Context: an optimization exercise on an open-source flow, tuned for small area, a short achievable clock period and few clock cycles. The choices shown serve that exercise and are no tape-out recipe.
Only simulation tests tie the RTL to the original design; equivalence was not proved.
No activity file was given, so power comes from the tool's default toggle rates. The flow treats the clock pin as an ideal source, which a real chip does not have.

--- flow/flow/run.sh ---
#!/bin/bash
# Layout flow: the standard ORFS flow (standard.sh), with
#  - port buffers made of buf_2 cells instead of the slow delay-buffer cell
#    buffer_ports picks by default (every port still gets its buffer);
#  - clock tree synthesis without dummy loads and with larger sink clusters.
# Each step's full log is in orfs/logs/; make's own output goes to flow_make.log.
set -euo pipefail
export BUFFER_PORTS_ARGS="-buffer_cell sky130_fd_sc_hd__buf_2"
export CTS_ARGS="-sink_clustering_enable -repair_clock_nets -dont_use_dummy_load -sink_clustering_size 30 -sink_clustering_max_diameter 100"
bash standard.sh finish > flow_make.log 2>&1
--- flow/standard.sh ---
#!/bin/bash
# synth_recipe.tcl (not shown) runs the flow's synth.tcl, then flattens the netlist and writes it again
# the make line also repeats each setting of config.mk as NAME=value (left out here)
make -C /OpenROAD-flow-scripts/flow DESIGN_CONFIG=/design/flow/config.mk WORK_HOME=/design/flow/orfs CLKGATE_MAP_FILE= SYNTH_SCRIPT=/design/flow/synth_recipe.tcl "${@:-finish}"
--- flow/config.mk ---
export PLATFORM = sky130hd
export DESIGN_NAME = sys_user_stream_top
export DESIGN_NICKNAME = sys_user_stream_top
export VERILOG_FILES = /design/flow/design.v
export SDC_FILE = /design/flow/constraint.sdc
export NUM_CORES = 4
export LEC_CHECK = 0
export CAP_MARGIN = 20
export CORE_MARGIN = 2
export CORE_UTILIZATION = 55
export SETUP_SLACK_MARGIN = 3.0
export SLEW_MARGIN = 20
export TNS_END_PERCENT = 5
--- flow/constraint.sdc ---
create_clock -name core_clock -period 5.5 [get_ports {clk_i}]
set_input_delay 1.1000 -clock core_clock [delete_from_list [all_inputs] [get_ports {clk_i}]]
set_output_delay 1.1000 -clock core_clock [all_outputs]
set_load 0.01 [all_outputs]
--- flow/design.v ---
`default_nettype none
package strm_pkg;
  typedef logic [128-1:0] data_t;
  typedef logic [32-1:0] addr_t;
  typedef logic [32-1:0]  len_t;
  typedef logic [8-1:0]  tag_t;
  typedef logic [$clog2(256):0]                  req_len_t;   
  typedef logic [32-$clog2(16)-1:0]     beat_cnt_t;  
  typedef logic [$clog2(16)-1:0]                chunk_cnt_t;  
  typedef enum logic [2:0] {
    IDLE,
    REQ_A,
    WAIT_A_ACK,
    REQ_B,
    WAIT_B_ACK,
    WAIT_DONE,
    DRAIN
  } seq_state_t;
endpackage
`default_nettype wire
`timescale 1ns/100ps
`default_nettype none
module sys_user_stream_top
(
  input  logic     clk_i,
  input  logic     rst_n,
  input  logic     strm_en_i,
  input  strm_pkg::addr_t    dma_src_addr_i,
  input  strm_pkg::len_t     dma_len_i,
  output logic     dma_done_o,
  input  logic     dma_done_ack_i,
  output logic     dma_rd_req_o,
  output strm_pkg::addr_t    dma_rd_req_addr_o,
  output strm_pkg::req_len_t dma_rd_req_len_o,
  output strm_pkg::tag_t     dma_tag_o,
  input  logic     dma_req_ack_i,
  input  logic     dma_data_valid_i,
  input  strm_pkg::tag_t     dma_tag_i,
  input  strm_pkg::data_t    dma_data_i,
  output logic     stream_valid_o,
  input  logic     stream_ready_i,
  output strm_pkg::data_t    stream_data_o
);
  localparam int NS = 16;         
  localparam logic [NS-1:0] INJ = 16'hC101;     
  logic          act;         
  logic          idle;        
  logic          pend;        
  logic [12:0]   full_left;   
  logic          fl_nz;       
  logic          fl_one;      
  logic [3:0]    tail;        
  logic          tagb;        
  logic [4:0]    len_b;       
  logic [4:0]    out;         
  logic          out0;        
  logic          out1;        
  logic [NS-1:0] th;
  logic [NS-1:0] th_n;
  logic [2:0]    tf;          
  logic [2:0]    tf_n;
  strm_pkg::data_t stg [NS];
  logic [NS-1:0] v;           
  logic [NS-1:0] full_up;     
  logic [NS-1:0] low_empty;   
  logic [NS-1:0] le_n;
  logic          start;
  logic          acc;
  logic          hit;
  logic          take;
  logic [4:0]    nlen;
  logic          fl_nz_n;
  logic          present;
  logic          out_free;
  logic          arm;
  assign start    = strm_en_i && idle;
  assign acc      = dma_rd_req_o && dma_req_ack_i;
  assign hit      = dma_data_valid_i && (dma_tag_i[7:2] == '0) && (dma_tag_i[1] != dma_tag_i[0]);
  assign take     = stream_valid_o && stream_ready_i;
  assign out_free = out0 || (out1 && hit);
  assign nlen     = fl_nz ? 5'd16 : {1'b0, tail};
  assign fl_nz_n  = fl_nz && !fl_one;               
  assign dma_rd_req_len_o = {len_b, 4'b0};
  assign dma_tag_o        = {6'b0, tagb, !tagb};
  assign stream_valid_o   = v[NS-1];
  assign stream_data_o    = stg[NS-1];
  function automatic logic [NS-1:0] adv_of(input logic [NS-1:0] vv, input logic [NS-1:0] fu,
                                           input logic r);
    logic [NS-1:0] a;
    for (int i = 0; i < NS-1; i++)
      a[i] = vv[i] && !(fu[i+1] && !r);
    a[NS-1] = vv[NS-1] && r;
    adv_of = a;
  endfunction
  function automatic logic [NS-1:0] sel_of(input logic [NS-1:0] vv, input logic [NS-1:0] le,
                                           input logic [NS-1:0] a);
    logic [NS-1:0] s;
    s = '0;
    for (int i = 0; i < NS; i++)
      if (INJ[i] && le[i] && (!vv[i] || a[i]))
        s = NS'(1) << i;
    sel_of = s;
  endfunction
  function automatic logic [2*NS-1:0] pipe_of(input logic [NS-1:0] vv, input logic [NS-1:0] fu,
                                              input logic [NS-1:0] le, input logic h,
                                              input logic r);
    logic [NS-1:0] a;
    logic [NS-1:0] s;
    logic [NS-1:0] vn;
    logic [NS-1:0] fn;
    a = adv_of(vv, fu, r);
    s = sel_of(vv, le, a);
    for (int i = 0; i < NS; i++)
      vn[i] = (fu[i] && !r) || (h && s[i]) || (i > 0 && a[i > 0 ? i-1 : 0]);
    fn[NS-1] = vn[NS-1];
    for (int i = NS-2; i >= 0; i--)
      fn[i] = vn[i] && fn[i+1];
    pipe_of = {fn, vn};
  endfunction
  logic [NS-1:0] adv0, adv1, sel0, sel1, en;
  logic [2*NS-1:0] pn00, pn01, pn10, pn11, pn;
  always_comb
  begin
    adv0 = adv_of(v, full_up, 1'b0);
    adv1 = adv_of(v, full_up, 1'b1);
    sel0 = sel_of(v, low_empty, adv0);
    sel1 = sel_of(v, low_empty, adv1);
    for (int i = 0; i < NS; i++)
      if (stream_ready_i)
        en[i] = sel1[i] || (i > 0 && adv1[i > 0 ? i-1 : 0]);
      else
        en[i] = sel0[i] || (i > 0 && adv0[i > 0 ? i-1 : 0]);
    pn00 = pipe_of(v, full_up, low_empty, 1'b0, 1'b0);
    pn01 = pipe_of(v, full_up, low_empty, 1'b0, 1'b1);
    pn10 = pipe_of(v, full_up, low_empty, 1'b1, 1'b0);
    pn11 = pipe_of(v, full_up, low_empty, 1'b1, 1'b1);
    case ({hit, stream_ready_i})
      2'b00:   pn = pn00;
      2'b01:   pn = pn01;
      2'b10:   pn = pn10;
      default: pn = pn11;
    endcase
  end
  always_ff @(posedge clk_i)
  begin
    for (int i = 0; i < NS; i++)
      if (en[i])
        stg[i] <= (i == 0 || (INJ[i] && low_empty[i])) ? dma_data_i : stg[i > 0 ? i-1 : 0];
  end
  always_comb
  begin
    le_n[0] = 1'b1;
    for (int i = 1; i < NS; i++)
      le_n[i] = le_n[i-1] && !pn[i-1];
  end
  always_ff @(posedge clk_i)
  begin
    if (!rst_n)
    begin
      v         <= '0;
      full_up   <= '0;
      low_empty <= '1;
    end
    else
    begin
      v         <= pn[NS-1:0];
      full_up   <= pn[2*NS-1:NS];
      low_empty <= le_n;
    end
  end
  assign arm = pend && !dma_rd_req_o;
  always_comb
  begin
    if (fl_nz)
      present = arm && out0 && !hit && (!th[0] || (take && !th[1]));
    else
      case ({hit, take})
        2'b10:   present = arm && (out0 || out1) && tf[2];
        2'b01:   present = arm && out0 && tf[0];
        2'b11:   present = arm && (out0 || out1) && tf[1];
        default: present = arm && out0 && tf[1];
      endcase
  end
  always_ff @(posedge clk_i)
  begin
    if (!rst_n)
    begin
      act          <= 1'b0;
      idle         <= 1'b1;
      pend         <= 1'b0;
      dma_done_o   <= 1'b0;
      dma_rd_req_o <= 1'b0;
      out          <= '0;
      out0         <= 1'b1;
      out1         <= 1'b0;
    end
    else
    begin
      if (!dma_rd_req_o)
        len_b <= nlen;
      dma_rd_req_o <= present || (dma_rd_req_o && !acc);
      if (start)
      begin
        dma_rd_req_addr_o <= dma_src_addr_i;
        act               <= (dma_len_i[20:4] != '0);
        idle              <= 1'b0;
        pend              <= (dma_len_i[20:4] != '0);
        dma_done_o        <= (dma_len_i[20:4] == '0);   
        tagb              <= 1'b0;                      
        full_left         <= dma_len_i[20:8];
        fl_nz             <= (dma_len_i[20:8] != '0);
        fl_one            <= (dma_len_i[20:8] == 13'd1);
        tail              <= dma_len_i[7:4];
      end
      else if (acc)
      begin
        dma_rd_req_addr_o[31:8] <= dma_rd_req_addr_o[31:8] + 24'd1;
        tagb <= !tagb;
        if (fl_nz)
        begin
          full_left <= full_left - 13'd1;
          fl_nz     <= fl_nz_n;
          fl_one    <= (full_left == 13'd2);
          pend      <= fl_nz_n || (tail != '0);
        end
        else
          pend      <= 1'b0;
      end
      if (acc)
      begin
        out  <= len_b;
        out0 <= 1'b0;
        out1 <= (len_b == 5'd1);
      end
      else if (hit)
      begin
        out  <= out - 5'd1;
        out0 <= out1;
        out1 <= (out == 5'd2);
      end
      if (act && !pend && !dma_rd_req_o && out_free)
      begin
        act        <= 1'b0;
        dma_done_o <= 1'b1;
      end
      if (dma_done_o && !strm_en_i && dma_done_ack_i)
      begin
        dma_done_o <= 1'b0;
        idle       <= 1'b1;
      end
    end
  end
  function automatic logic [NS-1:0] th_move(input logic [NS-1:0] t, input logic up,
                                            input logic down);
    logic [NS-1:0] r;
    if (up && !down)
      r = {t[NS-2:0], 1'b1};
    else if (down && !up)
      r = {1'b0, t[NS-1:1]};
    else
      r = t;
    th_move = r;
  endfunction
  function automatic logic fits(input logic [NS-1:0] t, input logic [3:0] tl, input int d);
    logic f;
    f = 1'b0;
    for (int tv = 0; tv < 16; tv++)
      if (tl == 4'(tv))
      begin
        if (16 - tv - d >= NS)
          f = 1'b1;
        else if (16 - tv - d < 0)
          f = 1'b0;
        else
          f = !t[16 - tv - d];
      end
    fits = f;
  endfunction
  logic [NS-1:0] th00, th01, th10;
  logic [3:0]    tail_n;
  logic [2:0]    tf00, tf01, tf10;
  assign tail_n = start ? dma_len_i[7:4] : tail;
  always_comb
  begin
    th00 = th;
    th01 = th_move(th, 1'b0, 1'b1);
    th10 = th_move(th, 1'b1, 1'b0);
    for (int k = 0; k < 3; k++)
    begin
      tf00[k] = fits(th00, tail_n, k - 1);
      tf01[k] = fits(th01, tail_n, k - 1);
      tf10[k] = fits(th10, tail_n, k - 1);
    end
    case ({hit, take})
      2'b01:
      begin
        th_n = th01;
        tf_n = tf01;
      end
      2'b10:
      begin
        th_n = th10;
        tf_n = tf10;
      end
      default:
      begin
        th_n = th00;
        tf_n = tf00;
      end
    endcase
  end
  always_ff @(posedge clk_i)
  begin
    if (!rst_n)
    begin
      th <= '0;
      tf <= '0;
    end
    else
    begin
      th <= th_n;
      tf <= tf_n;
    end
  end
endmodule
`default_nettype wire
==> flow_summary.yaml, run 1 <==
global_routing:
  globalRouteOverflowTotal: 0
  grt_max_degree: 129
  track_usage: 0.215
  grt_pass1_wl_um: 216000
  antenna_found_initial: 13
  grt_pass1_vias: 32600
finish:
  fin_area_um2: 80500
  final_core_util: 0.610
  nFillCells: 9288
  drive_gt1_frac: 0.261
  nets: 3988
  final_cell_count_no_fill: 5531
  syn_to_final_growth_pct: 9.78
power:
  p_switching_mw: 5.00
  finalPower_mw: 26.1
  switching_share: 0.192
  combPwrFrac: 0.028
  clkPwrFrac: 0.277
  ir_drop_uv: 283
  power_density_nw_per_um2: 324
  power.leakage_nw: 25.8
  internal_power_mw: 21.1
  seq_power_share: 0.695
cts:
  htreeDepth: 3
  cts_hold_buf: 0
  cts_tree: "done"
  clkTransAtPathRegs_ns: 0.11
  clk_latency_ns: 0.72
  cts_buffers: 83
  root_buffer: "clkbuf_16"
  clk_path_buf_depth: 3
  cts.sinks: 2170
sta:
  worst_slew_pin_slew_ns: 0.971
  rsz0062_at_grt: "true"
  clock_skew_ns: 0.0557
  min_period_ns: 2.60
  fin_hold_ws_ns: 0.373
  max_slew_margin: 0.353
  finalHoldViolCount: 0
  slew_viol_final: 0
  fin_crit_sh: 0.472
  setup_viol: 0
  max_freq_ghz: 0.385
critical_path:
  critPathKind: "in2reg"
  rr_endpoint: "full_up[0]"
  worst-r2r-setup-slack_ns: 3.08
  worstSetupStartpointType: "input pin"
  reg2reg_depth: 7
  end_kind: "flip-flop"
  crit_required_ns: 5.81
  arrival_ns: 2.91
  r2r_start: "full_up[15]"
  crit_fanout: 40
drt:
  route.detailed.drc: 0
  via_count: 32300
  drtIter0Drc: 3277
  drt_wl_total_um: 148000
  avgRoutedWirePerCell_um: 26.8
  ant_nets: 0
  firstDrtPassIters: 5
  vias_per_cell: 5.85
hold_path:
  hold_end: "stg[3][1]"
  min_path_cells: 0
  min_path_type: "reg2reg"
  hp-start: "stg[2][1]"
floorplanning:
  io_pins: 387
  die_w_um: 369
  row_count: 133
  die_h_um: 369
  die_area_um2: 136000
  core_um2: 132000
  start_util: 0.556
place:
  numPortBuffers: 361
  place_congestion: 0.796
  dp_hpwl_um: 77900
  placed_area_um2: 77700
  dp_cells: 5402
yosys:
  synth_cell_types: 82
  synthesis.area_um2: 73300
  async_flop_share: 0
  synthCells: 3336
  synth_edf_count: 2105
  synth_warnings: 2
  ys_seq_area_frac: 0.880
  synthTopCellsByArea: "edfxtp_1 (86%), mux2_2 (5.9%), dfxtp_1 (1.8%)"
  syn_avg_cell_area_um2: 22.0
  yosysMostFrequentCell: "edfxtp_1"
  yosys.area.top_type_share: 0.862
  synth_common_cells: "edfxtp_1 (2,105), mux2_2 (385), nor2_1 (88)"
  yosys_most_used_dff: "edfxtp_1"
  synth_top_area_cell: "edfxtp_1"
  ys_ff_latch: 2170
outcome:
  status: "no timing/DRC/antenna violations"
flow_run:
  cap_violations: 0
[kinds of logic after synthesis]
kind of cell / Yosys count / share of synthesized area
xor gates and xnor gates: 36 / 0.00430
AOI/OAI and AO/OA: 271 / 0.0241
other: 1 / 0.0000511
adders and majority gates: 8 / 0.00137
muxes: 398 / 0.0609
DFF: 2170 / 0.880
buffers and inverters: 131 / 0.00797
and+or+nand+nor: 321 / 0.0215
[stage by stage]
step	TNS [ns]	setup slack [ns]
2_1_floorplan	-2.94	-0.0230
3_3_place_gp	0	1.66
3_5_place_dp	0	1.66
4_1_cts	0	2.91
5_1_grt	0	2.88
6_report	0	2.90
[sequential cells by signal, indices dropped and copies added (netlist names), 3 cells and up]
signal	cells
stg	2048
dma_rd_req_addr_o	32
full_up	16
th	16
v	15
full_left	13
len_b	5
out	5
tail	4
low_empty	3
tf	3
[what timing repair did]
item	in CTS	in global routing
cloned	1	3
buffers inserted	22	15
pin swaps	4	3
endpoints found under the setup margin	992	428
resized for setup	26	24
[worst max path at each step]
stage	slack, ns	end	startpoint
after floorplan	-0.02	stg[14][0]	stream_ready_i
after global placement	1.66	tf[2]	dma_tag_i[3]
after detailed placement	1.66	tf[2]	dma_tag_i[3]
after CTS	2.91	stream_data_o[127]	stg[15][127]
after global routing	2.88	stg[0][102]	stream_ready_i
final	2.90	stg[0][102]	stream_ready_i
[power by group through the flow]
stage | clock [mW] | combinational, mW | sequential, mW
floorplan | 0 | 0.345 | 18.5
global placement | 0 | 0.683 | 18.5
CTS | 7.52 | 0.719 | 18.1
finish | 7.23 | 0.733 | 18.1
detailed placement | 0 | 0.692 | 18.5
global route | 7.98 | 0.793 | 18.1
[per-layer routing]
metal	part of all wire	global-route usage	vias to the layer above
met3	0.051	0.0254	161
met1	0.46	0.321	17300
met2	0.48	0.348	993
li1	-	-	13900
met4	0.015	0.0420	6
met5	0.00026	0	-
[cells in the final DEF, fill, tap and decap left out, types with 50 or more instances in the layout]
master and count:
edfxtp_1 2105, mux2_2 385, buf_2 358, nand2_1 87
nor2_1 87, clkbuf_16 85, o21ai_0 77, dfxtp_1 61
a21oi_1 57, buf_4 50
[cell type report]
cell class                      count  area [um2]  share of cell area
Multi-Input combinational cell   1046        8600               0.107
Sequential cell                  2170       64500               0.802
Clock buffer                       83        2080              0.0258
Timing Repair Buffer              448        2970              0.0369
Antenna cell                        5        12.5            0.000155
Inverter                           24         114             0.00141
Tap cell                         1755        2200              0.0273
[critical path, cell delays in order]
cell and delay [ns]:
buf_4 0.33, inv_12 0.14, or4_1 0.60, o21ai_4 0.21, buf_6 0.49
Testbench counts, summed over its fixed seeds: cycles 32,940.
==> run 2, diff against run 1 <==
--- a/flow/design.v
+++ b/flow/design.v
@@ -279,7 +279,7 @@
   logic [NS-1:0] th00, th01, th10;
   logic [3:0]    tail_n;
   logic [2:0]    tf00, tf01, tf10;
-  assign tail_n = start ? dma_len_i[7:4] : tail;
+  assign tail_n = idle ? dma_len_i[7:4] : tail;    
   always_comb
   begin
     th00 = th;
--- a/flow/config.mk
+++ b/flow/config.mk
@@ -8,6 +8,6 @@
 export CAP_MARGIN = 20
 export CORE_MARGIN = 2
 export CORE_UTILIZATION = 55
-export SETUP_SLACK_MARGIN = 3.0
+export SETUP_SLACK_MARGIN = 3.2
 export SLEW_MARGIN = 20
 export TNS_END_PERCENT = 5
==> run 2 against run 1 <==
Against the previous run:
- design area about the same
- die area about the same
- core utilization down 0.45 points
- highest routed layer unchanged
- via count down 1.8%
- still clean on timing, DRC and antenna
- clock power about the same
- cell count up 0.56%
==> flow_summary.yaml, run 2 <==
outcome:
  status: "no timing/DRC/antenna violations"
critical_path:
  critPathKind: "reg2out"
  worstSetupStartpointType: "flip-flop"
  crit_buf_inv: 1
  critPathTopFamily: "flip-flops"
  critPathSlowestCell: "edfxtp_1"
  r2r_start: "full_up[15]"
  path_cells: "buf_2"
  worst-r2r-setup-slack_ns: 3.07
  arrival_ns: 1.44
  crit_fanout: 1
  slowest_delay_ns: 0.55
  crit_required_ns: 4.40
  reg2reg_depth: 5
  rr_endpoint: "stg[8][76]"
  end_kind: "output port"
yosys:
  synthCells: 3347
  synth_common_cells: "edfxtp_1 (2,105), mux2_2 (386), nand2_1 (108)"
  yosys_most_used_dff: "edfxtp_1"
  synth_cell_types: 84
  synth_edf_count: 2105
  synthTopCellsByArea: "edfxtp_1 (86%), mux2_2 (5.9%), dfxtp_1 (1.8%)"
  syn_avg_cell_area_um2: 21.9
  synth_top_area_cell: "edfxtp_1"
  synth_warnings: 2
  async_flop_share: 0
  yosysMostFrequentCell: "edfxtp_1"
  yosys.area.top_type_share: 0.862
  synthesis.area_um2: 73400
  ys_seq_area_frac: 0.879
  ys_ff_latch: 2170
global_routing:
  grt_pass1_wl_um: 206000
  antenna_found_initial: 7
  track_usage: 0.205
  grt_pass1_vias: 32000
  grt_max_degree: 129
  globalRouteOverflowTotal: 0
hold_path:
  min_path_cells: 0
  min_path_type: "reg2reg"
  hp-start: "stg[11][24]"
  hold_end: "stg[12][24]"
finish:
  layout_commonest_cell: "edfxtp_1"
  nets: 4004
  final_cell_count_no_fill: 5562
  largest_reg_flops: 2048
  nFillCells: 9418
  final_cell_mix: "edfxtp_1 (2,105), mux2_2 (385), buf_2 (357)"
  reg_top3: "stg x2048, dma_rd_req_addr_o x32"
  syn_to_final_growth_pct: 9.76
  drive_gt1_frac: 0.261
  top_register: "stg"
sta:
  min_period_ns: 2.54
  fin_setup_tns_ns: 0
  setup_viol: 0
  fin_crit_sh: 0.462
  max_freq_ghz: 0.394
  layout_setup_ws_ns: 2.96
  rsz0062_at_grt: "true"
  max_slew_margin: 0.267
  worst_slew_pin_slew_ns: 1.10
  slew_viol_final: 0
  finalHoldViolCount: 0
  clock_skew_ns: 0.0670
cts:
  cts_buffers: 84
  clk_latency_ns: 0.68
  htreeDepth: 3
  cts_hold_buf: 0
  root_buffer: "clkbuf_16"
  clkTransAtPathRegs_ns: 0.11
  cts.sinks: 2170
  clk_path_buf_depth: 3
  cts_tree: "done"
drt:
  drtIter0Drc: 3204
  route.detailed.drc: 0
  ant_nets: 0
  firstDrtPassIters: 6
  avgRoutedWirePerCell_um: 25.3
  via_count: 31800
  drt_wl_total_um: 141000
  vias_per_cell: 5.71
floorplanning:
  die_h_um: 369
  io_pins: 387
  die_w_um: 369
  core_um2: 133000
  row_count: 134
  die_area_um2: 136000
  start_util: 0.552
power:
  clkPwrFrac: 0.277
  internal_power_mw: 21.1
  power.leakage_nw: 25.7
  power_density_nw_per_um2: 323
  combPwrFrac: 0.026
  seq_power_share: 0.696
  switching_share: 0.188
  p_switching_mw: 4.90
  ir_drop_uv: 237
place:
  numPortBuffers: 361
  dp_hpwl_um: 78900
  place_ws_ns: 1.64
  dp_cells: 5428
  place_congestion: 0.815
flow_run:
  cap_violations: 0
-- run 2: changes by cell type in the layout (fill, tap and decap cells not counted), sizes merged, moves of 7 or more --
cell / delta
o21ai: -26
nand2: +20
a21oi: +12
nor2: +12
buf: +9
and3: -7
mux2i: +7
nand4: -7
nor3: +7
-- run 2: repair_timing --
action                      CTS  global route
cloned                        2             0
setup endpoints to repair  2529           945
pin swaps                    12             0
setup buffers                35             6
gates resized for setup      65             6
-- run 2: metal layers --
| metal | GRT usage | share of wire |
|---|---|---|
| met5 | 0 | 0.00019 |
| met4 | 0.0476 | 0.022 |
| met3 | 0.0315 | 0.050 |
| met2 | 0.328 | 0.47 |
| met1 | 0.301 | 0.46 |
-- run 2: final cells by class --
| cell class | count | area, um2 | share of cell area |
|---|---|---|---|
| sequential | 2170 | 64500 | 0.801 |
| multi-input combinational | 1057 | 8620 | 0.107 |
| timing repair buffer | 455 | 2950 | 0.0366 |
| tap | 1768 | 2210 | 0.0275 |
| clock buffer | 84 | 2100 | 0.0261 |
| inverter | 21 | 86.3 | 0.00107 |
| antenna | 7 | 17.5 | 0.000218 |
-- run 2: worst max path at each step --
stage / startpoint / endpoint / cells after the start
2_1_floorplan: stream_ready_i / stg[14][0] / 5
3_3_place_gp: stream_ready_i / stg[4][122] / 4
3_5_place_dp: stream_ready_i / stg[4][122] / 4
4_1_cts: low_empty[14] / stg[14][1] / 6
5_1_grt: stg[15][0] / stream_data_o[0] / 1
6_report: stg[15][0] / stream_data_o[0] / 1
-- run 2: stage by stage --
step	utilization	power (mW)	hold slack, ns	instance area (um2)
2_1_floorplan	-	18.8	0.400	73600
3_3_place_gp	0.584	19.1	0.400	77700
3_5_place_dp	0.584	19.1	0.405	77700
4_1_cts	0.605	26.3	0.398	80400
5_1_grt	0.605	26.9	0.414	80500
6_report	0.606	26.0	0.399	80500
-- run 2: power groups by stage --
stage	registers (mW)	logic [mW]	clock network, mW
2_1_floorplan	18.5	0.323	0
3_3_place_gp	18.5	0.640	0
3_5_place_dp	18.5	0.653	0
4_1_cts	18.1	0.694	7.49
5_1_grt	18.1	0.747	8.00
6_report	18.1	0.688	7.21
-- run 2: logic make-up after synthesis --
logic type	count (synthesis)	synth area share
compound gates	240	0.0208
other cells	1	0.0000511
buf+inv	130	0.00800
mux	407	0.0626
simple gates	353	0.0232
flops	2170	0.879
fa+ha+maj	8	0.00136
xor+xnor	38	0.00454
Testbench counts of run 2, summed over its fixed seeds: cycles 32,940.
==> run 3, diff against run 2 <==
--- a/flow/config.mk
+++ b/flow/config.mk
@@ -8,6 +8,6 @@
 export CAP_MARGIN = 20
 export CORE_MARGIN = 2
 export CORE_UTILIZATION = 55
-export SETUP_SLACK_MARGIN = 3.2
+export SETUP_SLACK_MARGIN = 3.0
 export SLEW_MARGIN = 20
 export TNS_END_PERCENT = 5
==> run 3 against run 2 <==
Against the previous run:
- wire length decreased by 0.25%
- critical path type is now in2reg
- global-route usage decreased by 0.30 points
- count of clock-buffer cells in the layout unchanged
- power about the same
- clock power about the same
- maximum frequency decreased by 2.0%
- synthesized cell count unchanged
- clock skew increased by 0.0019 ns
- still clean
- design area decreased by 0.21%
- largest cell class unchanged
- critical path depth increased by 7
- sequential share of layout area increased by 0.17 points
==> flow_summary.yaml, run 3 <==
drt:
  via_count: 31700
  avgRoutedWirePerCell_um: 25.3
  drt_wl_total_um: 140000
  drtIter0Drc: 3087
  firstDrtPassIters: 5
  ant_nets: 0
  route.detailed.drc: 0
  vias_per_cell: 5.70
yosys:
  ys_ff_latch: 2170
  synth_cell_types: 84
  syn_avg_cell_area_um2: 21.9
  synth_common_cells: "edfxtp_1 (2,105), mux2_2 (386), nand2_1 (108)"
  async_flop_share: 0
  synth_edf_count: 2105
  yosys_most_used_dff: "edfxtp_1"
  synthesis.area_um2: 73400
  yosys.area.top_type_share: 0.862
  ys_seq_area_frac: 0.879
  synthTopCellsByArea: "edfxtp_1 (86%), mux2_2 (5.9%), dfxtp_1 (1.8%)"
  synthCells: 3347
  synth_warnings: 2
  yosysMostFrequentCell: "edfxtp_1"
  synth_top_area_cell: "edfxtp_1"
sta:
  finalHoldViolCount: 0
  rsz0062_at_grt: "true"
  max_freq_ghz: 0.386
  worst_slew_pin_slew_ns: 1.10
  fin_crit_sh: 0.471
  fin_setup_tns_ns: 0
  setup_viol: 0
  min_period_ns: 2.59
  slew_viol_final: 0
  clock_skew_ns: 0.0689
  max_slew_margin: 0.269
floorplanning:
  die_h_um: 369
  die_area_um2: 136000
  start_util: 0.552
  row_count: 134
  core_um2: 133000
  io_pins: 387
  die_w_um: 369
critical_path:
  end_kind: "flip-flop"
  cp_num_cells: 8
  crit_buf_inv: 1
  crit_fanout: 8
  arrival_ns: 3.17
  critPathSlowestCell: "a222oi_1"
  worstSetupStartpointType: "input pin"
  crit_required_ns: 6.08
  path_cells: "buf_2 -> nand2b_1 -> o32a_1 -> o22ai_1 -> a222oi_1 -> o221ai_1 -> and2_0 -> o311a_1"
  critPathTopFamily: "compound AO/OA/AOI/OAI gates"
  reg2reg_depth: 7
  critPathKind: "in2reg"
  slowest_delay_ns: 0.40
cts:
  clk_latency_ns: 0.68
  clk_path_buf_depth: 3
  cts_tree: "done"
  cts_buffers: 84
  cts.sinks: 2170
  root_buffer: "clkbuf_16"
  cts_hold_buf: 0
  htreeDepth: 3
  clkTransAtPathRegs_ns: 0.12
outcome:
  status: "no timing/DRC/antenna violations"
global_routing:
  grt_pass1_wl_um: 204000
  grt_max_degree: 129
  antenna_found_initial: 8
  track_usage: 0.202
  grtUsageMet1: 0.297
  busiest_layer: "met2"
  use_met3: 0.0296
  globalRouteOverflowTotal: 0
  grt_pass1_vias: 31900
  use_met2: 0.324
finish:
  final_cell_mix: "edfxtp_1 (2,105), mux2_2 (386), buf_2 (360)"
  nets: 3996
  largest_reg_flops: 2048
  reg_top3: "stg x2048, dma_rd_req_addr_o x32"
  drive_gt1_frac: 0.259
  nFillCells: 9452
  layout_commonest_cell: "edfxtp_1"
  syn_to_final_growth_pct: 9.52
  top_register: "stg"
  final_core_util: 0.604
place:
  place_congestion: 0.815
  numPortBuffers: 361
  dp_hpwl_um: 78900
hold_path:
  min_path_cells: 0
  min_path_type: "reg2reg"
flow_run:
  cap_violations: 0
power:
  power_density_nw_per_um2: 323
  power.leakage_nw: 25.7
  ir_drop_uv: 238
[run 3: cell types whose count changed in the layout (fill, tap and decap cells not counted), sizes merged]
| cell | delta |
|---|---|
| buf | -7 |
| clkdlybuf4s18 | -1 |
| diode | +1 |
[run 3: final cells by class]
| type | instances | area (um2) | share of cell area |
|---|---|---|---|
| Clock buffer | 84 | 2100 | 0.0262 |
| Timing Repair Buffer | 447 | 2810 | 0.0350 |
| Tap cell | 1768 | 2210 | 0.0275 |
| Antenna cell | 8 | 20.0 | 0.000249 |
| Sequential cell | 2170 | 64500 | 0.803 |
| Inverter | 21 | 86.3 | 0.00107 |
| Multi-Input combinational cell | 1057 | 8580 | 0.107 |
[run 3: worst reg2reg max path, cell delays in order, from the launching register on]
cell	delay, ns
edfxtp_1	0.48
nand2_1	0.14
o21ai_0	0.71
a22oi_1	0.14
a21oi_1	0.28
a2111oi_1	0.11
a2111oi_2	0.41
o311a_1	0.20
[run 3: through the flow]
stage / hold WS (ns) / instances / total power, mW / instance area, um2 / setup WS (ns)
global placement: 0.400 / 5428 / 19.1 / 77700 / 1.66
finish: 0.398 / 5555 / 26.0 / 80300 / 2.91
detailed placement: 0.405 / 5428 / 19.1 / 77700 / 1.64
global route: 0.414 / 5548 / 26.8 / 80300 / 2.80
CTS: 0.398 / 5522 / 26.3 / 79900 / 2.63
floorplan: 0.400 / 3356 / 18.8 / 73600 / 1.44
[run 3: worst paths after layout]
path / slack (ns) / start / end
setup / recovery: 2.91 / dma_len_i[6] / tf[0]
hold / removal: 0.40 / stg[11][24] / stg[12][24]
hold reg to reg: 0.40 / stg[11][24] / stg[12][24]
setup reg to reg: 2.99 / tail[2] / tf[0]
[run 3: power by group]
group          total, mW  switching [mW]  internal (mW)
Sequential          18.1          0.0613           18.0
Clock               7.21            4.45           2.76
Combinational      0.665           0.385          0.279
Total               26.0            4.89           21.1
[run 3: cells by family (layout without fill, tap and decap cells)]
group           after synthesis  after routing  synth area share
flops                      2170           2170             0.879
mux                         407            408            0.0626
simple gates                353            353            0.0232
compound gates              240            240            0.0208
buf+inv                     130            552           0.00800
xor+xnor                     38             38           0.00454
fa+ha+maj                     8              8           0.00136
other cells                   1             18         0.0000511
[run 3: layer usage]
layer,share of wire,vias to the layer above
met5,0.00019,-
met4,0.021,4
li1,-,13900
met3,0.049,158
met2,0.47,917
met1,0.46,16700
[run 3: timing repair]
item                                    in CTS  in global routing
gates resized for setup                     19                 34
setup buffers                                9                 25
gates cloned                                 1                  0
endpoints found under the setup margin    1735                869
pin swaps                                    1                  8
==> run 4, diff against run 3 <==
--- a/flow/config.mk
+++ b/flow/config.mk
@@ -7,7 +7,7 @@
 export LEC_CHECK = 0
 export CAP_MARGIN = 20
 export CORE_MARGIN = 2
-export CORE_UTILIZATION = 55
-export SETUP_SLACK_MARGIN = 3.0
+export CORE_UTILIZATION = 53
+export SETUP_SLACK_MARGIN = 3.3
 export SLEW_MARGIN = 20
 export TNS_END_PERCENT = 5
==> run 4 against run 3 <==
Against the previous run:
- sequential power about the same
- synthesized area unchanged
- still clean on timing, DRC and antenna
- combinational power up 12%
==> flow_summary.yaml, run 4 <==
critical_path:
  slowest_delay_ns: 0.49
  startpoint: "dma_rd_req_addr_o[25]"
  end_kind: "output port"
  path_cells: "buf_2"
  critPathKind: "reg2out"
  crit_required_ns: 4.40
  crit_fanout: 5
  critPathSlowestCell: "edfxtp_1"
  r2r_start: "dma_rd_req_addr_o[13]"
  arrival_ns: 1.39
  crit_buf_inv: 1
  critPathTopFamily: "flip-flops"
  worstSetupStartpointType: "flip-flop"
yosys:
  synth_warnings: 2
  synth_cell_types: 84
  synth_compound_area_frac: 0.0208
  synth-simple-area-share: 0.0232
  synthesis.area_um2: 73400
  synth_common_cells: "edfxtp_1 (2,105), mux2_2 (386), nand2_1 (108)"
  synth_xor_area_frac: 0.00454
  muxShareOfSynthArea: 0.0626
  synth_top_area_cell: "edfxtp_1"
  async_flop_share: 0
  synthTopCellsByArea: "edfxtp_1 (86%), mux2_2 (5.9%), dfxtp_1 (1.8%)"
  synth_edf_count: 2105
  synth_top_family_by_area: "multiplexers"
  synthCells: 3347
  ys_seq_area_frac: 0.879
  yosys.area.top_type_share: 0.862
  ys_ff_latch: 2170
  synth_fa_ha_area_frac: 0.00136
  yosys_most_used_dff: "edfxtp_1"
  syn_avg_cell_area_um2: 21.9
  yosysMostFrequentCell: "edfxtp_1"
global_routing:
  grt_max_degree: 129
  globalRouteOverflowTotal: 0
  antenna_found_initial: 10
  grt_pass1_wl_um: 202000
  track_usage: 0.194
  grt_pass1_vias: 30600
sta:
  max_slew_margin: 0.292
  clock_skew_ns: 0.0810
  finalHoldViolCount: 0
  setup_viol: 0
  min_period_ns: 2.49
  fin_hold_ws_ns: 0.359
  slew_viol_final: 0
  max_freq_ghz: 0.402
  fin_setup_tns_ns: 0
  worst_slew_pin_slew_ns: 1.06
  rsz0062_at_grt: "true"
  fin_crit_sh: 0.452
drt:
  ant_nets: 0
  dr_wl_met3_um: 7510
  dr.max_layer_used: "met5"
  m1WireLength_um: 65500
  drtIter0Drc: 2786
  via_count: 31600
  met2_length_um: 64300
  vias_per_cell: 5.60
  avgRoutedWirePerCell_um: 24.8
  firstDrtPassIters: 5
  drt_wl_total_um: 140000
  route.detailed.drc: 0
floorplanning:
  io_pins: 387
  die_w_um: 376
  start_util: 0.534
  die_area_um2: 141000
  die_h_um: 376
  row_count: 136
  core_um2: 137000
cts:
  clk_path_buf_depth: 3
  cts_buffers: 83
  root_buffer: "clkbuf_16"
  cts_tree: "done"
  htreeDepth: 3
  cts.sinks: 2170
  clkTransAtPathRegs_ns: 0.12
  clk_latency_ns: 0.73
finish:
  final_cell_mix: "edfxtp_1 (2,105), mux2_2 (386), buf_2 (357)"
  largest_reg_flops: 2048
  final_cell_count_no_fill: 5640
  nFillCells: 9993
  top_register: "stg"
  reg_top3: "stg x2048, dma_rd_req_addr_o x32"
  syn_to_final_growth_pct: 11.0
  drive_gt1_frac: 0.279
  fin_area_um2: 81400
  nets: 4060
  layout_commonest_cell: "edfxtp_1"
hold_path:
  min_path_type: "reg2reg"
  hp-start: "stg[6][22]"
flow_run:
  cap_violations: 0
power:
  switching_share: 0.190
  ir_drop_uv: 224
  clkPwrFrac: 0.277
  power.leakage_nw: 26.1
  seq_power_share: 0.694
  combPwrFrac: 0.029
  power_density_nw_per_um2: 320
  p_switching_mw: 4.96
  internal_power_mw: 21.1
outcome:
  status: "no timing/DRC/antenna violations"
place:
  place_congestion: 0.788
  placed_area_um2: 77900
  dp_cells: 5457
  dp_hpwl_um: 79300
  numPortBuffers: 361
==> run 4: cell types whose count changed in the layout (fill, tap and decap cells not counted), sizes merged <==
| cell | previous run | this run |
|---|---|---|
| inv | 21 | 19 |
| diode | 8 | 3 |
| bufbuf | 0 | 2 |
| clkinvlp | 0 | 2 |
| buf | 447 | 505 |
| clkbuf | 84 | 86 |
| mux2 | 387 | 389 |
==> run 4: worst paths after layout <==
path                      endpoint  slack (ns)  cells after the start
min reg2reg             stg[7][22]        0.36                      0
min                     stg[7][22]        0.36                      0
max          dma_rd_req_addr_o[25]        3.01                      1
max reg2reg  dma_rd_req_addr_o[29]        3.18                      7
==> run 4: power by group through the flow <==
| stage | Clock (mW) | Sequential, mW | Combinational, mW |
|---|---|---|---|
| 3_3_place_gp | 0 | 18.5 | 0.660 |
| 5_1_grt | 8.00 | 18.1 | 0.808 |
| 4_1_cts | 7.52 | 18.1 | 0.684 |
| 3_5_place_dp | 0 | 18.5 | 0.667 |
| 2_1_floorplan | 0 | 18.5 | 0.323 |
| 6_report | 7.22 | 18.1 | 0.747 |
==> run 4: area by class of cell <==
cell class	instances	area (um2)	share of cell area
well taps	1794	2240	0.0276
repair buffers	510	3630	0.0446
clock buffers	83	2080	0.0255
multi-input cells	1059	8830	0.109
inverters	21	98.8	0.00121
diodes	3	7.51	0.0000922
flip-flops and latches	2170	64500	0.793
==> run 4: timing repair <==
item | CTS | global route
hold buffers | 0 | 0
buffers inserted | 29 | 58
endpoints found under the hold margin | 0 | 0
gates resized for setup | 22 | 83
setup endpoints to repair | 2346 | 523
pin swaps | 5 | 29
cloned | 4 | 6
==> run 4: logic make-up after synthesis <==
logic type | Yosys count
AO/OA/AOI/OAI | 240
other | 1
multiplexers | 407
buffers and inverters | 130
XOR/XNOR | 38
AND/OR/NAND/NOR | 353
adder cells (fa/ha/maj) | 8
flip-flops | 2170
==> run 4: per-layer routing <==
| layer | track usage | vias up |
|---|---|---|
| li1 | - | 14000 |
| met1 | 0.296 | 16500 |
| met2 | 0.301 | 891 |
| met3 | 0.0281 | 153 |
| met4 | 0.0435 | 4 |
| met5 | 0 | - |
==> run 4: through the flow <==
stage	total power, mW	setup WS, ns	util
detailed placement	19.1	1.48	0.566
CTS	26.3	2.88	0.585
global placement	19.1	1.50	0.566
global route	26.9	2.96	0.592
floorplan	18.8	1.44	-
finish	26.1	3.01	0.592
==> run 5, diff against run 4 <==
--- a/flow/config.mk
+++ b/flow/config.mk
@@ -8,6 +8,6 @@
 export CAP_MARGIN = 20
 export CORE_MARGIN = 2
 export CORE_UTILIZATION = 53
-export SETUP_SLACK_MARGIN = 3.3
+export SETUP_SLACK_MARGIN = 3.5
 export SLEW_MARGIN = 20
 export TNS_END_PERCENT = 5
==> run 5 against run 4 <==
Against the previous run:
- flip-flop and latch count stayed put
- critical endpoint is now low_empty[15]
- synthesized area stayed put
- sequential power hardly changed
- count of clock-buffer cells in the layout stayed put
- first-iteration DRC count is 8.7% higher
- clock skew is 0.0013 ns lower
- still clean on timing, DRC and antenna
- wire length is 0.87% higher
- global-route usage is 0.080 points higher
- maximum frequency is 0.18% higher
- cell count is 0.27% higher
- combinational power is 2% higher
- die area stayed put
==> flow_summary.yaml, run 5 <==
critical_path:
  end_kind: "flip-flop"
  worst-r2r-setup-slack_ns: 3.18
  critPathKind: "in2reg"
  startpoint: "dma_tag_i[0]"
  path_cells: "buf_2 -> xor2_1 -> nand3_2 -> buf_12 -> clkinvlp_4 -> buf_4 -> a31oi_1 -> o21ai_1 -> or4_4 -> o41ai_4 -> nor2b_2"
  slowest_delay_ns: 0.47
  crit_fanout: 7
  r2r_start: "full_up[15]"
  critPathSlowestCell: "or4_4"
  crit_buf_inv: 4
  critPathTopFamily: "simple AND/OR/NAND/NOR gates"
  crit_required_ns: 6.13
  worstSetupStartpointType: "input pin"
  arrival_ns: 3.11
  reg2reg_depth: 7
  rr_endpoint: "full_up[4]"
floorplanning:
  die_area_um2: 141000
  row_count: 136
  die_w_um: 376
  die_h_um: 376
  start_util: 0.534
  io_pins: 387
  core_um2: 137000
cts:
  clkTransAtPathRegs_ns: 0.11
  cts_tree: "done"
  clk_path_buf_depth: 3
  cts_buffers: 83
  cts.sinks: 2170
  clk_latency_ns: 0.73
  cts_hold_buf: 0
  root_buffer: "clkbuf_16"
  htreeDepth: 3
drt:
  drtIter0Drc: 3029
  via_count: 31700
  ant_nets: 0
  route.detailed.drc: 0
  firstDrtPassIters: 5
  avgRoutedWirePerCell_um: 25.0
  drt_wl_total_um: 141000
  vias_per_cell: 5.60
power:
  finalPower_mw: 26.1
  ir_drop_uv: 222
  power.leakage_nw: 26.3
  power_density_nw_per_um2: 319
finish:
  top_register: "stg"
  fin_area_um2: 81700
  final_cell_mix: "edfxtp_1 (2,105), mux2_2 (385), buf_2 (355)"
  drive_gt1_frac: 0.283
  nets: 4074
  layout_commonest_cell: "edfxtp_1"
  syn_to_final_growth_pct: 11.4
  largest_reg_flops: 2048
  reg_top3: "stg x2048, dma_rd_req_addr_o x32"
yosys:
  synthesis.area_um2: 73400
  syn_avg_cell_area_um2: 21.9
  yosys.area.top_type_share: 0.862
  synthTopCellsByArea: "edfxtp_1 (86%), mux2_2 (5.9%), dfxtp_1 (1.8%)"
  ys_ff_latch: 2170
  yosysMostFrequentCell: "edfxtp_1"
  synth_edf_count: 2105
  yosys_most_used_dff: "edfxtp_1"
  synth_common_cells: "edfxtp_1 (2,105), mux2_2 (386), nand2_1 (108)"
  synth_cell_types: 84
  synth_warnings: 2
  ys_seq_area_frac: 0.879
  synth_top_area_cell: "edfxtp_1"
  synthCells: 3347
  async_flop_share: 0
sta:
  min_period_ns: 2.48
  fin_crit_sh: 0.451
  rsz0062_at_grt: "true"
  fin_hold_ws_ns: 0.358
  finalHoldViolCount: 0
  fin_setup_tns_ns: 0
  slew_viol_final: 0
  max_freq_ghz: 0.403
  setup_viol: 0
  worst_slew_pin_slew_ns: 1.06
  max_slew_margin: 0.293
  clock_skew_ns: 0.0796
hold_path:
  hold_end: "stg[7][22]"
  hp-start: "stg[6][22]"
  min_path_type: "reg2reg"
  min_path_cells: 0
global_routing:
  grt_pass1_wl_um: 202000
  track_usage: 0.195
  grt_max_degree: 129
  antenna_found_initial: 11
  globalRouteOverflowTotal: 0
  grt_pass1_vias: 30500
outcome:
  status: "no timing/DRC/antenna violations"
flow_run:
  cap_violations: 0
place:
  dp_hpwl_um: 79300
  numPortBuffers: 361
  placed_area_um2: 77900
  place_congestion: 0.788
[run 5: cell types whose count changed in the layout (fill, tap and decap cells not counted), moves of 2 or more]
cell       before  now
buf_12         39   42
buf_16          3    9
buf_2         357  355
buf_4          92   98
bufbuf_16       2    0
nand2_1       106  104
nand2_2         1    3
o31ai_1         5    3
o31ai_2         0    2
[run 5: through the flow]
stage | utilization | std cells | setup slack (ns)
6_report | 0.594 | 5655 | 3.02
5_1_grt | 0.594 | 5652 | 2.94
4_1_cts | 0.586 | 5578 | 2.88
3_5_place_dp | 0.566 | 5457 | 1.48
3_3_place_gp | 0.566 | 5456 | 1.50
2_1_floorplan | - | 3356 | 1.44
[run 5: how the worst max path moves through the flow]
stage	end	slack, ns	cells after the start
after global routing	dma_rd_req_o	2.94	14
after floorplan	stg[14][0]	1.44	5
after CTS	tf[0]	2.88	9
final	low_empty[15]	3.02	11
after global placement	stg[0][73]	1.50	5
after detailed placement	stg[0][72]	1.48	5
[run 5: power breakdown]
part	total [mW]	leakage (nW)	internal [mW]	switching, mW
clock network	7.22	1.02	2.73	4.48
logic	0.761	5.53	0.337	0.424
registers	18.1	19.7	18.0	0.0587
[run 5: cell type report]
class                      instances  area (um2)
inverter                          21         103
fill                            9961       55800
timing repair buffer             523        3860
multi-input combinational       1060        8910
sequential                      2170       64500
tap                             1794        2240
clock buffer                      83        2080
antenna                            4        10.0
[run 5: kinds of logic (layout without fill, tap and decap cells)]
logic type | Yosys count | in the layout | synth area share
other | 1 | 14 | 0.0000511
and+or+nand+nor | 353 | 353 | 0.0232
DFF | 2170 | 2170 | 0.879
xor gates and xnor gates | 38 | 38 | 0.00454
muxes | 407 | 410 | 0.0626
AOI/OAI and AO/OA | 240 | 241 | 0.0208
buffers and inverters | 130 | 627 | 0.00800
adders and majority gates | 8 | 8 | 0.00136
[run 5: worst register-to-register path, delay by kind of cell (launching register included)]
| family | cells | cell delay, ns |
|---|---|---|
| AND/OR/NAND/NOR | 3 | 0.60 |
| AO/OA/AOI/OAI | 4 | 1.21 |
| flip-flops | 1 | 0.43 |
[run 5: layer usage]
metal | track usage | vias up | routed length, um
met3 | 0.0271 | 155 | 7160
met5 | 0 | - | 27
met2 | 0.301 | 895 | 64500
li1 | - | 14100 | -
met1 | 0.298 | 16600 | 66700
met4 | 0.0462 | 4 | 2750
[run 5: repair_timing]
action                                  in CTS  in global routing
buffers inserted                            32                 65
endpoints found under the setup margin    2472                799
cloned                                       6                  8
pin swaps                                    5                 32
resized for setup                           35                108
==> run 6, diff against run 5 <==
--- a/flow/config.mk
+++ b/flow/config.mk
@@ -7,7 +7,7 @@
 export LEC_CHECK = 0
 export CAP_MARGIN = 20
 export CORE_MARGIN = 2
-export CORE_UTILIZATION = 53
-export SETUP_SLACK_MARGIN = 3.5
+export CORE_UTILIZATION = 51
+export SETUP_SLACK_MARGIN = 3.3
 export SLEW_MARGIN = 20
 export TNS_END_PERCENT = 5
==> run 6 against run 5 <==
Against the previous run:
- cell count increased by 2.4%
- synthesized cell count is the same
- synthesized area did not move
- sequential share of layout area is 0.57 points lower
- flip-flop and latch count is the same
- global-route usage increased by 0.12 points
- setup slack worse by 0.014 ns
==> flow_summary.yaml, run 6 <==
cts:
  clkTransAtPathRegs_ns: 0.12
  cts.sinks: 2170
  cts_tree: "done"
  cts_hold_buf: 0
  cts_buffers: 83
  htreeDepth: 3
  clk_path_buf_depth: 3
  clk_latency_ns: 0.69
  root_buffer: "clkbuf_16"
sta:
  min_period_ns: 2.50
  worst_slew_pin_slew_ns: 0.899
  clock_skew_ns: 0.0825
  slew_viol_final: 0
  max_freq_ghz: 0.401
  setup_viol: 0
  fin_setup_tns_ns: 0
  fin_crit_sh: 0.454
  finalHoldViolCount: 0
  max_slew_margin: 0.399
  rsz0062_at_grt: "true"
hold_path:
  min_path_cells: 0
  min_path_type: "reg2reg"
  hold_end: "stg[7][14]"
  hp-start: "stg[6][14]"
global_routing:
  track_usage: 0.196
  globalRouteOverflowTotal: 0
  antenna_found_initial: 15
  grt_max_degree: 83
  grt_pass1_wl_um: 210000
  grt_pass1_vias: 30800
floorplanning:
  row_count: 139
  die_h_um: 383
  core_um2: 143000
  die_area_um2: 147000
  start_util: 0.512
  die_w_um: 383
  io_pins: 387
critical_path:
  path_cells: "buf_2"
  critPathKind: "reg2out"
  crit_fanout: 5
  worst-r2r-setup-slack_ns: 3.07
  worstSetupStartpointType: "flip-flop"
  slowest_delay_ns: 0.51
  crit_buf_inv: 1
  critPathSlowestCell: "edfxtp_1"
  end_kind: "output port"
  arrival_ns: 1.40
  crit_required_ns: 4.40
  rr_endpoint: "tf[0]"
  cp_num_cells: 1
  critPathTopFamily: "flip-flops"
  reg2reg_depth: 8
  r2r_start: "tail[1]"
  startpoint: "dma_rd_req_addr_o[24]"
yosys:
  ys_seq_area_frac: 0.879
  synth_common_cells: "edfxtp_1 (2,105), mux2_2 (386), nand2_1 (108)"
  ys_ff_latch: 2170
  yosys.area.top_type_share: 0.862
  yosys_most_used_dff: "edfxtp_1"
  synth_warnings: 2
  synthTopCellsByArea: "edfxtp_1 (86%), mux2_2 (5.9%), dfxtp_1 (1.8%)"
  synth_cell_types: 84
  yosysMostFrequentCell: "edfxtp_1"
  syn_avg_cell_area_um2: 21.9
  async_flop_share: 0
  synth_edf_count: 2105
  synthesis.area_um2: 73400
  synth_top_area_cell: "edfxtp_1"
  synthCells: 3347
drt:
  drtIter0Drc: 2943
  avgRoutedWirePerCell_um: 25.5
  via_count: 32000
  ant_nets: 0
  route.detailed.drc: 0
  vias_per_cell: 5.52
  firstDrtPassIters: 6
  drt_wl_total_um: 148000
flow_run:
  cap_violations: 0
finish:
  nets: 4106
  nFillCells: 10500
  reg_top3: "stg x2048, dma_rd_req_addr_o x32"
  regArea_um2: 64500
  final_cell_mix: "edfxtp_1 (2,105), mux2_2 (386), buf_2 (355)"
  layout_commonest_cell: "edfxtp_1"
  drive_gt1_frac: 0.288
  top_register: "stg"
  largest_reg_flops: 2048
  syn_to_final_growth_pct: 12.2
  multi_input_area_um2: 8890
  final_cell_count_no_fill: 5793
power:
  power_density_nw_per_um2: 317
  ir_drop_uv: 240
  finalPower_mw: 26.1
  power.leakage_nw: 26.6
place:
  numPortBuffers: 361
  dp_cells: 5564
  place_congestion: 0.819
  dp_hpwl_um: 78200
outcome:
  status: "no timing/DRC/antenna violations"
==> run 6: power by group <==
group          leakage [nW]  total, mW  internal, mW  switching (mW)
Clock                  1.02       7.24          2.73            4.50
Sequential             19.7       18.1          18.0          0.0586
Combinational          5.82      0.785         0.349           0.436
==> run 6: area by class of cell <==
| class | instances | area share |
|---|---|---|
| multi-input cells | 1060 | 0.108 |
| clock buffers | 83 | 0.0252 |
| inverters | 21 | 0.00103 |
| flip-flops and latches | 2170 | 0.784 |
| repair buffers | 555 | 0.0530 |
| diodes | 1 | 0.0000304 |
| well taps | 1903 | 0.0289 |
==> run 6: through the flow <==
stage	util	setup slack (ns)	hold slack, ns	instance area [um2]
floorplan	-	1.44	0.400	73600
global placement	0.545	1.66	0.400	78000
detailed placement	0.545	1.64	0.405	78000
CTS	0.568	2.92	0.316	81300
global route	0.575	2.94	0.318	82300
finish	0.575	3.00	0.322	82300
==> run 6: cells by family after synthesis <==
kind of cell | count (synthesis) | synth area share
compound gates | 240 | 0.0208
mux | 407 | 0.0626
fa+ha+maj | 8 | 0.00136
xor+xnor | 38 | 0.00454
simple gates | 353 | 0.0232
flops | 2170 | 0.879
buf+inv | 130 | 0.00800
other cells | 1 | 0.0000511
==> run 6: worst max path at each step <==
stage                                  endpoint  slack [ns]
after global placement              stg[0][124]        1.66
final                     dma_rd_req_addr_o[24]        3.00
after detailed placement            stg[0][111]        1.64
after CTS                 dma_rd_req_addr_o[24]        2.92
after global routing      dma_rd_req_addr_o[25]        2.94
after floorplan                      stg[14][0]        1.44
==> run 6: repair_timing <==
| action | CTS | global route |
|---|---|---|
| endpoints found under the setup margin | 2398 | 648 |
| resized for setup | 58 | 83 |
| buffers inserted | 53 | 71 |
| gates cloned | 16 | 5 |
| pin swaps | 13 | 33 |
==> run 6: metal layers <==
metal | track usage | routed length (um) | vias up
li1 | - | - | 14100
met1 | 0.295 | 68900 | 16900
met2 | 0.308 | 68500 | 814
met3 | 0.0296 | 7800 | 147
met4 | 0.0400 | 2300 | 14
met5 | 0 | 92 | -
==> run 6: worst register-to-register path: cells and delay by family (launching register included) <==
family | cells | cell delay (ns)
compound gates | 5 | 1.30
flops | 1 | 0.58
simple gates | 2 | 0.24
buf+inv | 1 | 0.20
==> run 7, diff against run 6 <==
--- a/flow/design.v
+++ b/flow/design.v
@@ -44,7 +44,6 @@
   localparam int NS = 16;         
   localparam logic [NS-1:0] INJ = 16'hC101;     
   logic          act;         
-  logic          idle;        
   logic          pend;        
   logic [12:0]   full_left;   
   logic          fl_nz;       
@@ -73,7 +72,7 @@
   logic          present;
   logic          out_free;
   logic          arm;
-  assign start    = strm_en_i && idle;
+  assign start    = strm_en_i && !act && !dma_done_o;
   assign acc      = dma_rd_req_o && dma_req_ack_i;
   assign hit      = dma_data_valid_i && (dma_tag_i[7:2] == '0) && (dma_tag_i[1] != dma_tag_i[0]);
   assign take     = stream_valid_o && stream_ready_i;
@@ -186,7 +185,6 @@
     if (!rst_n)
     begin
       act          <= 1'b0;
-      idle         <= 1'b1;
       pend         <= 1'b0;
       dma_done_o   <= 1'b0;
       dma_rd_req_o <= 1'b0;
@@ -203,7 +201,6 @@
       begin
         dma_rd_req_addr_o <= dma_src_addr_i;
         act               <= (dma_len_i[20:4] != '0);
-        idle              <= 1'b0;
         pend              <= (dma_len_i[20:4] != '0);
         dma_done_o        <= (dma_len_i[20:4] == '0);   
         tagb              <= 1'b0;                      
@@ -244,10 +241,7 @@
         dma_done_o <= 1'b1;
       end
       if (dma_done_o && !strm_en_i && dma_done_ack_i)
-      begin
         dma_done_o <= 1'b0;
-        idle       <= 1'b1;
-      end
     end
   end
   function automatic logic [NS-1:0] th_move(input logic [NS-1:0] t, input logic up,
@@ -277,9 +271,7 @@
     fits = f;
   endfunction
   logic [NS-1:0] th00, th01, th10;
-  logic [3:0]    tail_n;
   logic [2:0]    tf00, tf01, tf10;
-  assign tail_n = idle ? dma_len_i[7:4] : tail;    
   always_comb
   begin
     th00 = th;
@@ -287,9 +279,9 @@
     th10 = th_move(th, 1'b1, 1'b0);
     for (int k = 0; k < 3; k++)
     begin
-      tf00[k] = fits(th00, tail_n, k - 1);
-      tf01[k] = fits(th01, tail_n, k - 1);
-      tf10[k] = fits(th10, tail_n, k - 1);
+      tf00[k] = start ? fits(th00, dma_len_i[7:4], k - 1) : fits(th00, tail, k - 1);
+      tf01[k] = start ? fits(th01, dma_len_i[7:4], k - 1) : fits(th01, tail, k - 1);
+      tf10[k] = start ? fits(th10, dma_len_i[7:4], k - 1) : fits(th10, tail, k - 1);
     end
     case ({hit, take})
       2'b01:
--- a/flow/config.mk
+++ b/flow/config.mk
@@ -7,7 +7,7 @@
 export LEC_CHECK = 0
 export CAP_MARGIN = 20
 export CORE_MARGIN = 2
-export CORE_UTILIZATION = 51
-export SETUP_SLACK_MARGIN = 3.3
+export CORE_UTILIZATION = 55
+export SETUP_SLACK_MARGIN = 3.0
 export SLEW_MARGIN = 20
 export TNS_END_PERCENT = 5
==> run 7 against run 6 <==
Against the previous run:
- sequential share of layout area grew 1.3 points
- clock power barely moved
- die area is 6.6% lower
- sequential power about the same
- maximum frequency is 9.9% lower
- via count rose by 0.96%
==> flow_summary.yaml, run 7 <==
outcome:
  status: "no timing/DRC/antenna violations"
global_routing:
  globalRouteOverflowTotal: 0
  grt_pass1_vias: 33100
  grt_max_degree: 129
  antenna_found_initial: 5
  grt_pass1_wl_um: 214000
  track_usage: 0.211
yosys:
  ys_ff_latch: 2169
  ys_seq_area_frac: 0.874
  synth_top_area_cell: "edfxtp_1"
  synth_edf_count: 2105
  yosys_most_used_dff: "edfxtp_1"
  synth_cell_types: 78
  synthCells: 3431
  synthesis.area_um2: 73800
  syn_avg_cell_area_um2: 21.5
  yosysMostFrequentCell: "edfxtp_1"
  synth_common_cells: "edfxtp_1 (2,105), mux2_2 (394), nor2_1 (120)"
  yosys.area.top_type_share: 0.856
  synth_warnings: 2
  synthTopCellsByArea: "edfxtp_1 (86%), mux2_2 (6.0%), dfxtp_1 (1.7%)"
  async_flop_share: 0
cts:
  htreeDepth: 3
  cts_hold_buf: 0
  cts.sinks: 2169
  clk_latency_ns: 0.71
  cts_buffers: 84
  clk_path_buf_depth: 3
  cts_tree: "done"
  root_buffer: "clkbuf_16"
  clkTransAtPathRegs_ns: 0.11
power:
  internal_power_mw: 21.1
  power_density_nw_per_um2: 323
  power.leakage_nw: 25.9
  clkPwrFrac: 0.278
  p_switching_mw: 5.02
  switching_share: 0.192
  combPwrFrac: 0.028
  ir_drop_uv: 241
  seq_power_share: 0.694
sta:
  rsz0062_at_grt: "true"
  worst_slew_pin_slew_ns: 0.988
  fin_setup_tns_ns: 0
  finalHoldViolCount: 0
  clock_skew_ns: 0.0903
  setup_viol: 0
  fin_crit_sh: 0.503
  slew_viol_final: 0
  fin_hold_ws_ns: 0.358
  min_period_ns: 2.77
  max_freq_ghz: 0.361
  max_slew_margin: 0.341
  layout_setup_ws_ns: 2.73
finish:
  nets: 4062
  reg_top3: "stg x2048, dma_rd_req_addr_o x32"
  drive_gt1_frac: 0.253
  top_register: "stg"
  final_cell_mix: "edfxtp_1 (2,105), mux2_2 (394), buf_2 (359)"
  largest_reg_flops: 2048
  syn_to_final_growth_pct: 9.70
  layout_commonest_cell: "edfxtp_1"
drt:
  via_count: 32300
  m1WireLength_um: 65700
  firstDrtPassIters: 6
  drtIter0Drc: 3025
  dr_wl_met3_um: 6470
  dr.max_layer_used: "met5"
  met2_length_um: 70900
  ant_nets: 0
  vias_per_cell: 5.75
  drt_wl_total_um: 146000
  avgRoutedWirePerCell_um: 26.0
  route.detailed.drc: 0
floorplanning:
  die_h_um: 370
  row_count: 134
  die_area_um2: 137000
  start_util: 0.554
  io_pins: 387
  core_um2: 133000
  die_w_um: 370
place:
  place_ws_ns: 1.10
  place_congestion: 0.807
  numPortBuffers: 361
  dp_hpwl_um: 82100
critical_path:
  end_kind: "flip-flop"
  crit_buf_inv: 3
  crit_fanout: 3
  slowest_delay_ns: 0.55
  worstSetupStartpointType: "input pin"
  critPathTopFamily: "simple AND/OR/NAND/NOR gates"
  path_cells: "buf_6 -> or4b_4 -> nor4b_4 -> inv_1 -> ha_4 -> buf_12 -> nand3b_1 -> nor2_1 -> o31ai_1 -> a31oi_1 -> a21oi_1 -> o211ai_1"
  crit_required_ns: 6.09
  critPathSlowestCell: "or4b_4"
  critPathKind: "in2reg"
  arrival_ns: 3.36
hold_path:
  min_path_type: "reg2reg"
flow_run:
  cap_violations: 0
[run 7: logic make-up after synthesis]
logic type	synth area share
compound gates	0.0225
flops	0.874
fa+ha+maj	0.00136
buf+inv	0.00827
xor+xnor	0.00439
simple gates	0.0260
other cells	0.0000508
mux	0.0636
[run 7: timing repair]
action,4_1_cts,5_1_grt
cloned,2,0
setup endpoints to repair,1290,401
pin swaps,9,1
setup buffers,22,2
resized for setup,29,4
[run 7: metal layers]
layer,vias up,track usage
met5,-,0
met4,2,0.0525
met3,159,0.0247
met2,843,0.344
met1,17100,0.308
li1,14200,-
[run 7: worst paths after layout]
path | startpoint | endpoint | slack [ns] | cells after the start
hold reg to reg | stg[4][124] | stg[5][124] | 0.36 | 0
hold / removal | stg[4][124] | stg[5][124] | 0.36 | 0
setup reg to reg | tail[2] | tf[2] | 2.84 | 7
setup / recovery | dma_tag_i[6] | tf[2] | 2.73 | 12
[run 7: power by group through the flow]
stage               logic (mW)  registers, mW  clock network, mW
detailed placement       0.736           18.5                  0
CTS                      0.751           18.1               7.52
finish                   0.744           18.1               7.25
floorplan                0.368           18.5                  0
global placement         0.720           18.5                  0
global route             0.812           18.2               8.05
[run 7: through the flow]
stage	cells	utilization	power [mW]	instance area, um2
detailed placement	5503	0.588	19.3	78400
global route	5613	0.607	27.0	81000
floorplan	3440	-	18.9	74100
finish	5617	0.607	26.1	81000
CTS	5611	0.607	26.4	80900
global placement	5500	0.588	19.2	78300
[run 7: layout make-up]
type | count | area, um2
sequential | 2169 | 64500
fill | 9454 | 52300
multi-input combinational | 1121 | 9020
timing repair buffer | 447 | 3000
tap | 1768 | 2210
clock buffer | 84 | 2100
inverter | 24 | 116
antenna | 4 | 10.0
Testbench counts of run 7, summed over its fixed seeds: cycles 32,940.

[re-timing with driven ports]
The results above use ideal ports. As a check the final layouts listed here were re-extracted and re-timed, cells and wires unchanged. Step 1 sets driving cells, clkbuf_16 on the clock port and buf_2 on the other inputs (assumed; they add their load-dependent delay and slew). Step 2 moves the port delays by t, midway between the first and last clock arrival at a register: inputs arrive t later, outputs are due t later. That takes back most of the time a late clock gives input paths. Slacks: ideal / step 1 / step 2; pairs: ideal / step 1.
run | shift t [ns] | setup WS [ns] | latest minus earliest clock arrival (ns) | worst register clock-pin slew, ns
run 1 | 0.758 | 2.902 / 2.881 / 2.144 | 0.076 / 0.076 | 0.12 / 0.12
run 2 | 0.740 | 2.960 / 2.889 / 2.261 | 0.106 / 0.106 | 0.11 / 0.11
run 3 | 0.737 | 2.907 / 2.889 / 2.210 | 0.107 / 0.106 | 0.12 / 0.12
run 4 | 0.760 | 3.015 / 2.942 / 2.392 | 0.091 / 0.091 | 0.12 / 0.12
run 5 | 0.758 | 3.019 / 2.947 / 2.314 | 0.090 / 0.090 | 0.12 / 0.12
run 6 | 0.736 | 3.005 / 2.928 / 2.338 | 0.109 / 0.110 | 0.12 / 0.12
run 7 | 0.750 | 2.732 / 2.776 / 2.026 | 0.100 / 0.099 | 0.12 / 0.12
After both steps setup and hold are still met in every run listed. The setup slack of run 1, which loses most, moves by -0.021 ns with the drivers and by -0.758 ns with both steps.
